This design comes from an exercise in tuning for small area, a short achievable clock period and few clock cycles per item on the open sky130 flow, not from production work. Where RTL was checked, it was by simulation tests only, not by an equivalence proof against the original.

// anemometer_period_speed_meter_top
module anemometer_period_speed_meter_top (
  input  logic                           clk_i,
  input  logic                           rst_ni,
  input  logic                           in_valid_i,
  output logic                           in_ready_o,
  input  apm_pkg::in_word_t              in_word_i,
  output logic                           out_valid_o,
  input  logic                           out_ready_i,
  output apm_pkg::out_word_t             out_word_o,
  input  logic                           cfg_we_i,
  input  logic [apm_pkg::CfgIdxBits-1:0] cfg_index_i,
  input  logic [apm_pkg::DataBits-1:0]   cfg_data_i
);
Size in the first run: roughly 2700 cells after synthesis, roughly 230 I/O pins, roughly 0.028 mm2 of cells after synthesis.
Settings: LEC_CHECK=0, CAP_MARGIN=0, CORE_MARGIN=2, CORE_UTILIZATION=40, CTS_CLUSTER_DIAMETER=80, CTS_CLUSTER_SIZE=30, SETUP_SLACK_MARGIN=5, SLEW_MARGIN=0; clock period 9.0 ns.
run.sh (not shown) runs the stock make flow with config.mk's settings and CLKGATE_MAP_FILE= SYNTH_SCRIPT=/design/flow/synth_recipe.tcl, a recipe that flattens the netlist after the stock synthesis.
The starting point ran to the end with no violations.
==> next run, changes <==
CTS_CLUSTER_DIAMETER = 90   (was 80)
CTS_CLUSTER_SIZE = 35   (was 30)
Non-clock buffer count increases by 12; final cell count stays flat; clock-buffer cell count drops by 4; routed wire length climbs by 0.54%; global-route usage drops by 0.11 points; utilization climbs by 0.33 points; setup slack loses 0.015 ns; via count hardly moves.
No run of this note included a check of the RTL's function; only the layout flow was run.

========
anemometer_period_speed_meter_top, a different RTL version from the one above (not shown whole).
For scale: ~2900 cells after synthesis, about 460 flip-flops, ~230 I/O pins.
Design anemometer_period_speed_meter_top, start of the top module:
module anemometer_period_speed_meter_top (
  input  logic                           clk_i,
  input  logic                           rst_ni,
  input  logic                           in_valid_i,
  output logic                           in_ready_o,
  input  apm_pkg::in_word_t              in_word_i,
  output logic                           out_valid_o,
  input  logic                           out_ready_i,
  output apm_pkg::out_word_t             out_word_o,
  input  logic                           cfg_we_i,
  input  logic [apm_pkg::CfgIdxBits-1:0] cfg_index_i,
  input  logic [apm_pkg::DataBits-1:0]   cfg_data_i
);
==> flow/config.mk <==
export PLATFORM = sky130hd
export DESIGN_NAME = anemometer_period_speed_meter_top
export DESIGN_NICKNAME = anemometer_period_speed_meter_top
export VERILOG_FILES = /design/flow/design.v
export SDC_FILE = /design/flow/constraint.sdc
export NUM_CORES = 4
export LEC_CHECK = 0
export CAP_MARGIN = 0
export CORE_MARGIN = 2
export CORE_UTILIZATION = 40
export CTS_CLUSTER_DIAMETER = 80
export CTS_CLUSTER_SIZE = 30
export SETUP_SLACK_MARGIN = 5
export SLEW_MARGIN = 0
==> flow/constraint.sdc <==
create_clock -name core_clock -period 9.0 [get_ports {clk_i}]
set_input_delay 1.8000 -clock core_clock [delete_from_list [all_inputs] [get_ports {clk_i}]]
set_output_delay 1.8000 -clock core_clock [all_outputs]
set_load 0.01 [all_outputs]
The first run completed with no timing, DRC or antenna violations.
Testbench counts at the start, summed over its fixed seeds: cycles 20,519, items 1,920.
Rerun with:
Settings changed: CTS_CLUSTER_DIAMETER 80 to 90, CTS_CLUSTER_SIZE 30 to 35.
Outcome:
- The changed run finished with timing, DRC and antenna clean
- die area is unchanged
- count of clock-buffer cells in the layout goes down by 3
- cell area falls slightly
- worst setup slack is worse by 23 ps
- wire length is about the same
- cell count barely changes
Rerun with:
Settings changed: CAP_MARGIN 0 to 20, CORE_UTILIZATION 40 to 60, CTS_CLUSTER_DIAMETER 90 to unset, CTS_CLUSTER_SIZE 35 to unset, PLACE_DENSITY set to 0.7, SLEW_MARGIN 0 to 20.
Result: Global-route usage came out higher by 9.6 points. Core utilization went up by 24 points. Non-clock buffer count is higher by 5. Sequential share of layout area went down by 0.21 points.
Rerun with:
==> flow/flow/run.sh (new file) <==
#!/bin/bash
set -euo pipefail
bash standard.sh SETUP_SLACK_MARGIN=5.6 finish > standard.log 2>&1
==> flow/standard.sh (new file) <==
#!/bin/bash
# synth_recipe.tcl (not shown) runs the flow's synth.tcl, then flattens the netlist and writes it again
# the make line also repeats each setting of config.mk as NAME=value (left out here)
make -C /OpenROAD-flow-scripts/flow DESIGN_CONFIG=/design/flow/config.mk WORK_HOME=/design/flow/orfs CLKGATE_MAP_FILE= SYNTH_SCRIPT=/design/flow/synth_recipe.tcl "${@:-finish}"
Settings changed: CORE_UTILIZATION 60 to 40, PLACE_DENSITY 0.7 to unset, SETUP_SLACK_MARGIN 5 to unset.
removed: flow/run.sh
After rerunning: The changed run went through all stages and came out clean; non-clock buffer count came out higher by 234; design area came out higher by 13%; hold slack gets better by 4.7 ps; final cell count came out higher by 16%; clock-buffer cell count came out lower by 1; sequential share of layout area came out lower by 4.1 points; routed wire length came out higher by 20%.
Rerun with:
==> flow/run.sh (new file) <==
#!/bin/bash
# synth_recipe.tcl (not shown) runs the flow's synth.tcl, then flattens the netlist and writes it again
# the make line also repeats each setting of config.mk as NAME=value (left out here)
make -C /OpenROAD-flow-scripts/flow DESIGN_CONFIG=/design/flow/config.mk WORK_HOME=/design/flow/orfs CLKGATE_MAP_FILE= SYNTH_SCRIPT=/design/flow/synth_recipe.tcl finish
Settings changed: SETUP_SLACK_MARGIN set to 5.
removed: flow/flow/run.sh
removed: flow/standard.sh
=> Die area stays the same. Final area drops by roughly a tenth. Via count drops by a little under a tenth.

========
Starting RTL as in the previous note.
Settings: LEC_CHECK=0, CAP_MARGIN=20, CORE_MARGIN=2, CORE_UTILIZATION=40, SETUP_SLACK_MARGIN=4.5, SLEW_MARGIN=20; clock period 9.0 ns.
Stock flow here: none of the scripts above is used.
Testbench counts at the start, summed over its fixed seeds: cycles 20,519, items 1,920.
Rerun with:
Settings changed: CAP_MARGIN 20 to 0, SETUP_SLACK_MARGIN 4.5 to 5, SLEW_MARGIN 20 to 0.
Result: Synthesized area is unchanged. Design area went up by 0.54%. Final cell count went up by 0.40%. Via count went up by 0.60%. Worst setup slack gets better by 490 ps.

port drivers added, routing unchanged:
How much do the figures lean on ideal ports? The routed layouts below were timed once more, with nothing changed but the port constraints.
Step 1 sets driving cells, clkbuf_16 on the clock port and buf_2 on the other inputs (assumed; they add their load-dependent delay and slew).
Step 2 moves the port delays by t, midway between the first and last clock arrival at a register: inputs arrive t later, outputs are due t later. That takes back most of the time a late clock gives input paths.
a / b / c = ideal ports / drivers / drivers and shift; a / b = the first two.
run | shift t [ns] | setup WS [ns] | worst setup path at the end | slew at the worst register clock pin (ns)
the first run of note 1 | 0.691 | 5.083 / 5.047 / 4.482 | input to register | 0.11 / 0.11
the second run of note 1 | 0.672 | 5.068 / 5.058 / 4.502 | input to register | 0.12 / 0.12
the first run of note 2 | 0.641 | 5.130 / 5.066 / 4.540 | input to register | 0.11 / 0.11
the second run of note 2 | 0.688 | 5.107 / 5.038 / 4.537 | input to register | 0.11 / 0.11
the third run of note 2 | 0.661 | 5.080 / 5.049 / 4.478 | input to register | 0.07 / 0.07
the fourth run of note 2 | 0.680 | 5.440 / 5.440 / 5.006 | input to register | 0.06 / 0.06
the fifth run of note 2 | 0.669 | 5.112 / 5.044 / 4.520 | input to register | 0.07 / 0.07
the first run of note 3 | 0.670 | 4.631 / 4.678 / 4.008 | input to register | 0.06 / 0.06
the second run of note 3 | 0.667 | 5.120 / 5.055 / 4.507 | input to register | 0.07 / 0.07
After both steps setup and hold are still met in every run listed. The setup slack of the first run of note 3, which loses most, moves by +0.047 ns with the drivers and by -0.623 ns with both steps.
